Source: an optimization exercise on an open RTL-to-GDS flow (aim: small area and a short achievable clock period). Production flows keep margins and buffers that such runs may drop. Only simulation tests tie the RTL to the original design; equivalence was not proved. Power is estimated from default activity; no workload was simulated.

==> design/flow/design.v <==
package gshare_pkg;
    localparam int HIST_BITS = 10;
    localparam int PC_BITS = 32;
    localparam int TABLE_SIZE = 1 << HIST_BITS;
    typedef enum logic [1:0] {
        STRONG_NT = 2'b00,
        WEAK_NT   = 2'b01,
        WEAK_T    = 2'b10,
        STRONG_T  = 2'b11
    } ctr_t;
    localparam ctr_t CTR_RESET = WEAK_NT;
    typedef struct packed {
        logic                 valid;
        logic [HIST_BITS-1:0] index;
        logic [HIST_BITS-1:0] hist;
    } lookup_t;
    typedef struct packed {
        logic [HIST_BITS-1:0] index;
        logic [HIST_BITS-1:0] hist;
        ctr_t                 ctr;
    } pred_entry_t;
    typedef struct packed {
        logic                 valid;
        logic [HIST_BITS-1:0] index;
        ctr_t                 ctr;
    } table_write_t;
endpackage : gshare_pkg
`timescale 1ns/10ps
import gshare_pkg::*;
module lookup_stage (
    input  logic                             clk,
    input  logic                             rst,
    input  logic [gshare_pkg::PC_BITS-1:0]   req_pc,
    input  logic                             accept,
    input  logic                             pred_taken,
    input  logic                             recover,
    input  logic [gshare_pkg::HIST_BITS-1:0] recover_hist,
    output gshare_pkg::lookup_t              lookup,
    output logic [gshare_pkg::HIST_BITS-1:0] read_index
);
    logic                 stage_valid_q;
    logic [HIST_BITS-1:0] stage_index_q;
    logic [HIST_BITS-1:0] stage_hist_q;
    logic [HIST_BITS-1:0] spec_hist_q;
    logic                 stage_live;
    logic [HIST_BITS-1:0] cur_hist;
    assign stage_live = stage_valid_q & ~recover;
    assign cur_hist = stage_live ? {spec_hist_q[HIST_BITS-2:0], pred_taken}
                                 : spec_hist_q;
    assign read_index = req_pc[HIST_BITS+1:2] ^ cur_hist;
    always_ff @(posedge clk) begin
        if (rst) begin
            spec_hist_q <= '0;
            stage_valid_q <= 1'b0;
        end else if (recover) begin
            spec_hist_q <= recover_hist;
            stage_valid_q <= 1'b0;
        end else begin
            spec_hist_q <= cur_hist;
            stage_valid_q <= accept;
        end
    end
    always_ff @(posedge clk) begin
        if (accept) begin
            stage_index_q <= read_index;
            stage_hist_q <= cur_hist;
        end
    end
    assign lookup = {stage_live, stage_index_q, stage_hist_q};
endmodule
`timescale 1ns/10ps
import gshare_pkg::*;
module pattern_table (
    input  logic                             clk,
    input  logic                             rst,
    input  logic [gshare_pkg::HIST_BITS-1:0] read_index,
    output gshare_pkg::ctr_t                 read_ctr,
    input  gshare_pkg::table_write_t         wr
);
    logic [1:0] table_q [0:TABLE_SIZE-1];
    always_ff @(posedge clk) begin
        if (rst) begin
            for (int i = 0; i < TABLE_SIZE; i++) begin
                table_q[i] <= CTR_RESET;
            end
        end else if (wr.valid) begin
            table_q[wr.index] <= wr.ctr;
        end
    end
    always_ff @(posedge clk) begin
        read_ctr <= gshare_pkg::ctr_t'(table_q[read_index]);
    end
endmodule
`timescale 1ns/10ps
import gshare_pkg::*;
module prediction_queue #(
    parameter int QUEUE_DEPTH = 4
) (
    input  logic                    clk,
    input  logic                    rst,
    input  logic                    flush,
    input  logic                    push,
    input  gshare_pkg::pred_entry_t push_entry,
    input  logic                    in_flight,
    input  logic                    pop,
    output gshare_pkg::pred_entry_t head,
    output logic                    has_entry,
    output logic                    room
);
    localparam int PTR_W = (QUEUE_DEPTH > 1) ? $clog2(QUEUE_DEPTH) : 1;
    localparam int CNT_W = $clog2(QUEUE_DEPTH + 1);
    localparam logic [PTR_W-1:0] LAST_PTR = PTR_W'(QUEUE_DEPTH - 1);
    localparam logic [CNT_W-1:0] DEPTH_CNT = CNT_W'(QUEUE_DEPTH);
    logic [2*HIST_BITS+1:0] mem_q [0:QUEUE_DEPTH-1];
    logic [PTR_W-1:0] wr_ptr_q;
    logic [PTR_W-1:0] rd_ptr_q;
    logic [CNT_W-1:0] count_q;
    logic [CNT_W:0]   occupancy;
    logic             live_q;
    logic             full;
    assign occupancy = {1'b0, count_q} + {{CNT_W{1'b0}}, in_flight};
    assign full = (count_q == DEPTH_CNT);
    assign has_entry = (count_q != '0);
    assign room = live_q & (occupancy < {1'b0, DEPTH_CNT});
    assign head = gshare_pkg::pred_entry_t'(mem_q[rd_ptr_q]);
    always_ff @(posedge clk) begin
        if (rst) begin
            wr_ptr_q <= '0;
            rd_ptr_q <= '0;
            count_q <= '0;
            live_q <= 1'b0;
        end else if (flush) begin
            wr_ptr_q <= '0;
            rd_ptr_q <= '0;
            count_q <= '0;
            live_q <= 1'b1;
        end else begin
            live_q <= 1'b1;
            if (push) begin
                wr_ptr_q <= (wr_ptr_q == LAST_PTR) ? '0 : wr_ptr_q + 1'b1;
            end
            if (pop) begin
                rd_ptr_q <= (rd_ptr_q == LAST_PTR) ? '0 : rd_ptr_q + 1'b1;
            end
            case ({push, pop})
                2'b10:   count_q <= count_q + 1'b1;
                2'b01:   count_q <= count_q - 1'b1;
                default: count_q <= count_q;
            endcase
        end
    end
    always_ff @(posedge clk) begin
        if (push && !flush) begin
            mem_q[wr_ptr_q] <= push_entry;
        end
    end
endmodule
`timescale 1ns/10ps
import gshare_pkg::*;
module branch_resolver (
    input  logic                             clk,
    input  logic                             rst,
    input  logic                             res_fire,
    input  logic                             res_taken,
    input  gshare_pkg::pred_entry_t          head,
    output gshare_pkg::table_write_t         wr,
    output logic                             mispredict,
    output logic [gshare_pkg::HIST_BITS-1:0] recover_hist
);
    gshare_pkg::ctr_t                 next_ctr;
    logic                 predicted;
    logic                 wr_valid_q;
    logic [HIST_BITS-1:0] wr_index_q;
    gshare_pkg::ctr_t                 wr_ctr_q;
    assign predicted = (head.ctr == WEAK_T) || (head.ctr == STRONG_T);
    always_comb begin
        case (head.ctr)
            STRONG_NT: next_ctr = res_taken ? WEAK_NT : STRONG_NT;
            WEAK_NT:   next_ctr = res_taken ? WEAK_T : STRONG_NT;
            WEAK_T:    next_ctr = res_taken ? STRONG_T : WEAK_NT;
            STRONG_T:  next_ctr = res_taken ? STRONG_T : WEAK_T;
            default:   next_ctr = CTR_RESET;
        endcase
    end
    always_ff @(posedge clk) begin
        if (rst) begin
            wr_valid_q <= 1'b0;
            mispredict <= 1'b0;
        end else begin
            wr_valid_q <= res_fire;
            mispredict <= res_fire & (res_taken != predicted);
        end
    end
    always_ff @(posedge clk) begin
        if (res_fire) begin
            wr_index_q <= head.index;
            wr_ctr_q <= next_ctr;
            recover_hist <= {head.hist[HIST_BITS-2:0], res_taken};
        end
    end
    assign wr = {wr_valid_q, wr_index_q, wr_ctr_q};
endmodule
`timescale 1ns/10ps
import gshare_pkg::*;
module gshare_predictor #(
    parameter int QUEUE_DEPTH = 4
) (
    input  logic                           clk,
    input  logic                           rst,
    input  logic                           req_valid,
    input  logic [gshare_pkg::PC_BITS-1:0] req_pc,
    output logic                           req_ready,
    output logic                           pred_valid,
    output logic                           pred_taken,
    input  logic                           res_valid,
    input  logic                           res_taken,
    output logic                           res_ready,
    output logic                           mispredict
);
    gshare_pkg::lookup_t              lookup;
    logic [HIST_BITS-1:0] read_index;
    gshare_pkg::ctr_t                 read_ctr;
    gshare_pkg::table_write_t         wr;
    gshare_pkg::pred_entry_t          push_entry;
    gshare_pkg::pred_entry_t          head;
    logic [HIST_BITS-1:0] recover_hist;
    logic                 accept;
    logic                 res_fire;
    logic                 has_entry;
    logic                 room;
    assign accept = req_valid & req_ready;
    assign res_fire = res_valid & res_ready;
    assign req_ready = room & ~mispredict;
    assign res_ready = has_entry & ~mispredict;
    assign pred_valid = lookup.valid;
    assign pred_taken = read_ctr[1];
    assign push_entry = {lookup.index, lookup.hist, read_ctr};
    lookup_stage u_lookup (
        .clk,
        .rst,
        .req_pc,
        .accept,
        .pred_taken,
        .recover(mispredict),
        .recover_hist,
        .lookup,
        .read_index
    );
    pattern_table u_table (
        .clk,
        .rst,
        .read_index,
        .read_ctr,
        .wr
    );
    prediction_queue #(
        .QUEUE_DEPTH(QUEUE_DEPTH)
    ) u_queue (
        .clk,
        .rst,
        .flush(mispredict),
        .push(pred_valid),
        .push_entry,
        .in_flight(lookup.valid),
        .pop(res_fire),
        .head,
        .has_entry,
        .room
    );
    branch_resolver u_resolver (
        .clk,
        .rst,
        .res_fire,
        .res_taken,
        .head,
        .wr,
        .mispredict,
        .recover_hist
    );
endmodule
==> design/flow/run.sh <==
#!/bin/bash
# synth_recipe.tcl (not shown) runs the flow's synth.tcl, then flattens the netlist and writes it again
# the make line also repeats each setting of config.mk as NAME=value (left out here)
make -C /OpenROAD-flow-scripts/flow DESIGN_CONFIG=/design/flow/config.mk WORK_HOME=/design/flow/orfs CLKGATE_MAP_FILE= SYNTH_SCRIPT=/design/flow/synth_recipe.tcl finish
==> design/flow/config.mk <==
export PLATFORM = sky130hd
export DESIGN_NAME = gshare_predictor
export DESIGN_NICKNAME = gshare_predictor
export VERILOG_FILES = /design/flow/design.v
export SDC_FILE = /design/flow/constraint.sdc
export NUM_CORES = 4
export LEC_CHECK = 0
export CAP_MARGIN = 20
export CORE_MARGIN = 2
export CORE_UTILIZATION = 35
export SLEW_MARGIN = 20
==> design/flow/constraint.sdc <==
create_clock -name core_clock -period 6.0 [get_ports {clk}]
set_input_delay 1.2000 -clock core_clock [delete_from_list [all_inputs] [get_ports {clk}]]
set_output_delay 1.2000 -clock core_clock [all_outputs]
set_load 0.01 [all_outputs]
==> results.txt <==
==> cells in the final DEF (no fill, tap or decap), types with 38 or more instances in the layout <==
cell type / count
buf_12: 86
mux2i_1: 140
clkinv_1: 52
nor2_4: 38
a32oi_1: 50
a21oi_1: 45
nor2_1: 1161
clkbuf_1: 49
edfxtp_1: 2173
buf_4: 334
o21ai_0: 637
nand3_1: 108
mux4_2: 480
clkbuf_16: 228
nand2_1: 2257
clkinv_2: 39
nor3_1: 43
==> metal layers <==
| metal | vias to the layer above | share of wire (%) | GRT usage, % |
|---|---|---|---|
| met2 | 6302 | 43 | 37.77 |
| met5 | - | 0.057 | 0.1948 |
| met1 | 37440 | 34 | 32.59 |
| li1 | 29650 | - | - |
| met3 | 1296 | 16 | 9.379 |
| met4 | 22 | 7.0 | 15.94 |
==> state kept, by name, indices dropped and copies added, names as in the netlist, named ones only <==
register / cells
u_table.table_q: 2048
u_queue.mem_q: 84
u_lookup.spec_hist_q: 10
u_lookup.stage_index_q: 10
u_resolver.recover_hist: 10
u_resolver.wr_index_q: 10
u_lookup.stage_hist_q: 9
u_queue.count_q: 3
u_queue.rd_ptr_q: 2
u_queue.wr_ptr_q: 2
u_resolver.wr_ctr_q: 2
u_table.read_ctr: 2
u_lookup.stage_valid_q: 1
u_queue.live_q: 1
u_resolver.mispredict: 1
u_resolver.wr_valid_q: 1
==> power breakdown <==
group	total [µW]	internal [µW]	leakage, µW	switching, µW
Clock	14100	7780	0.00355	6340
Combinational	4890	1520	0.0111	3360
Sequential	17400	17200	0.0188	217
==> final timing paths <==
| path | startpoint | endpoint | cells after the start |
|---|---|---|---|
| max reg2reg | u_lookup.stage_valid_q | u_table.read_ctr[1] | 13 |
| min | u_resolver.recover_hist[8] | u_lookup.spec_hist_q[8] | 2 |
| max | u_lookup.stage_valid_q | u_table.read_ctr[1] | 13 |
| min reg2reg | u_resolver.recover_hist[8] | u_lookup.spec_hist_q[8] | 2 |
==> cell type report <==
type                            instances  area (µm²)  area share, %
Antenna cell                           23       57.56        0.04978
Clock inverter                        138        1339          1.158
Timing Repair Buffer                  442        4457          3.855
Multi-Input combinational cell       5318       32990          28.53
Sequential cell                      2198       65750          56.87
Inverter                               26       127.6         0.1104
Clock buffer                          286        6013          5.201
Tap cell                             3900        4880          4.221
==> kinds of logic (layout without fill, tap and decap cells) <==
kind of cell / count (synthesis) / after routing / synth area share [%]
AO/OA/AOI/OAI: 861 / 861 / 4.732
XOR/XNOR: 13 / 13 / 0.1628
adder cells (fa/ha/maj): 9 / 9 / 0.1126
buffers and inverters: 909 / 892 / 4.011
flip-flops: 2198 / 2198 / 64.34
multiplexers: 629 / 629 / 12.11
other: 0 / 23 / 0
AND/OR/NAND/NOR: 3806 / 3806 / 14.53
==> tightest hold or removal path: cells and delay by family (launching register included) <==
family          cells  cell delay (ps)
compound gates      1               60
flops               1              330
simple gates        1               70
==> stage by stage <==
stage / cell area (µm²) / setup WS, ps / total power (µW) / instances
2_1_floorplan: 102200 / 2307 / 20480 / 8425
3_3_place_gp: 108000 / 88.64 / 22320 / 11880
3_5_place_dp: 108200 / 72.60 / 22380 / 11880
4_1_cts: 115500 / 723.7 / 36220 / 12310
5_1_grt: 115600 / 451.2 / 37090 / 12310
6_report: 115600 / 406.5 / 36390 / 12330
==> results.txt <==
syn nets: 8469
Num CTS Buffers: 228
drt drc: 0
Final GP Congestion: 0.9737
fill count: 27100
die area: 296300 µm²
Post-synth EDFFs: 2173
Initial DRT Pass Iterations: 7
Final period util: 93.22%
R2R setup slack: 410 ps
PD cells: 314.7 nW/µm²
Initial Utilization: 35.14%
Synth-to-Final Area Change: 13.13%
Clock Sinks: 2198
headroom to the max-slew limit: 6.648%
Max Freq: 0.1788 GHz
number of synthesized register bits: 2198
TritonCTS clock tree: built
Max-Cap Viols: 0
CTS resizes: 0
antenna-violating nets left: 0
Mean Syn Cell Area: 12.13 µm²
layout net count: 8258
buffer depth of the longest clock path: 3
Slowest-stage cell, CP: nor4_1
CP max stage delay: 990 ps
Max rail drop VDD: 324.3 µV
row count: 198
largest net degree at the start of global routing: 207
Distinct cells, synth: 83
Synth Instances: 8425
Die W: 544.4 µm
Clk Tree Root Cell: clkbuf_16
drt wl/cell: 31.68 µm
HPWL after detailed placement: 243700 µm
CP Buf/Inv Count: 3
crit-path leading delay family: simple AND/OR/NAND/NOR gates
Arr. time, crit path: 6450 ps
Die H: 544.4 µm
Ys Warns: 4
Crit Path Class: reg2reg
post-cts hold buffer count: 0
vias in the first global route: 71250
number of I/O pins: 42
final hold slack: 455.0 ps
top-count cell post-synth: nand2_1
Final Hold Vio Count: 0
Yosys top cell area share: 63.85%
CP startpoint kind: flop
synth top area cells: edfxtp_1 (64%), mux4_2 (11%), nand2_1 (8.4%), nor2_1 (4.5%), o21ai_0 (3.1%)
Leak: 0.03354 µW
total gr overflow: 0
first-pass GRT wire length: 540000 µm
worst-path cell chain: nor2b_4, mux2i_1, xor2_4, inv_8, nor2_4, buf_4, a32oi_1, a31oi_1, o41a_1, nor4_1, buf_4, nor4_1, a31oi_1
initial antenna violation count: 35
GRT Total Usage: 25.86%
Worst Hold Class: reg2reg
crit path time final: 5593 ps
final setup vio count: 0
Worst Setup End Kind: flop
clock latency (worst-skew pair): 950 ps
WL final: 390700 µm
Crit Path Max Fanout: 58
Synth area leader: edfxtp_1
CP required: 6860 ps
RSZ-0062 raised after global routing: false
via count: 74710
Core Footprint: 290800 µm²
setup TNS: 0 ps
Reg clk slew, reported paths: 60 ps
top_reg_cell synth: edfxtp_1
postcts setup bufs: 0
list of most frequent post-synthesis cells: nand2_1 (2296), edfxtp_1 (2173), nor2_1 (1223)
Tightest Pin Transition: 1395 ps
status: timing/DRC/antenna clean
Vias/cell: 6.059
H-tree lvl count: 4
IO Port Bufs: 19
Fin Clk Skew: 66.49 ps
share of post-route cells with drive strength above 1: 16.59%
async set-reset flop share out of synthesis: 0%
Max Slew Vio Count: 0
post-synthesis sequential area ratio: 64.34%
1st-iter DRT viols: 12920
Final Util: 39.75%
Post-Syn Area: 102200 µm²

-- what the ideal ports hide --
How much do the figures lean on ideal ports? The routed layout below was timed once more, with nothing changed but the port constraints. Step 1, drivers: a clkbuf_16 drives clk and a buf_2 each remaining input, both assumed. Step 2 adds t to the input delays and takes it off the output delays; t is the mean of the earliest and latest rising clock arrival at the registers after step 1. Input paths then give back, and output paths get back, about the clock's delay inside the block. a / b / c = no drivers / after step 1 / after step 2; a / b = the first two.
t, ns: 1.004
setup slack, ns: 0.407 / 0.407 / -0.109
slew at the worst register clock pin (ns): 0.07 / 0.07
pins driven straight from the clock port: 1
Met with ideal ports but missed after step 2: setup timing in this run. For this run, drivers alone change the setup slack by 0.000 ns; drivers and shift together by -0.516 ns.
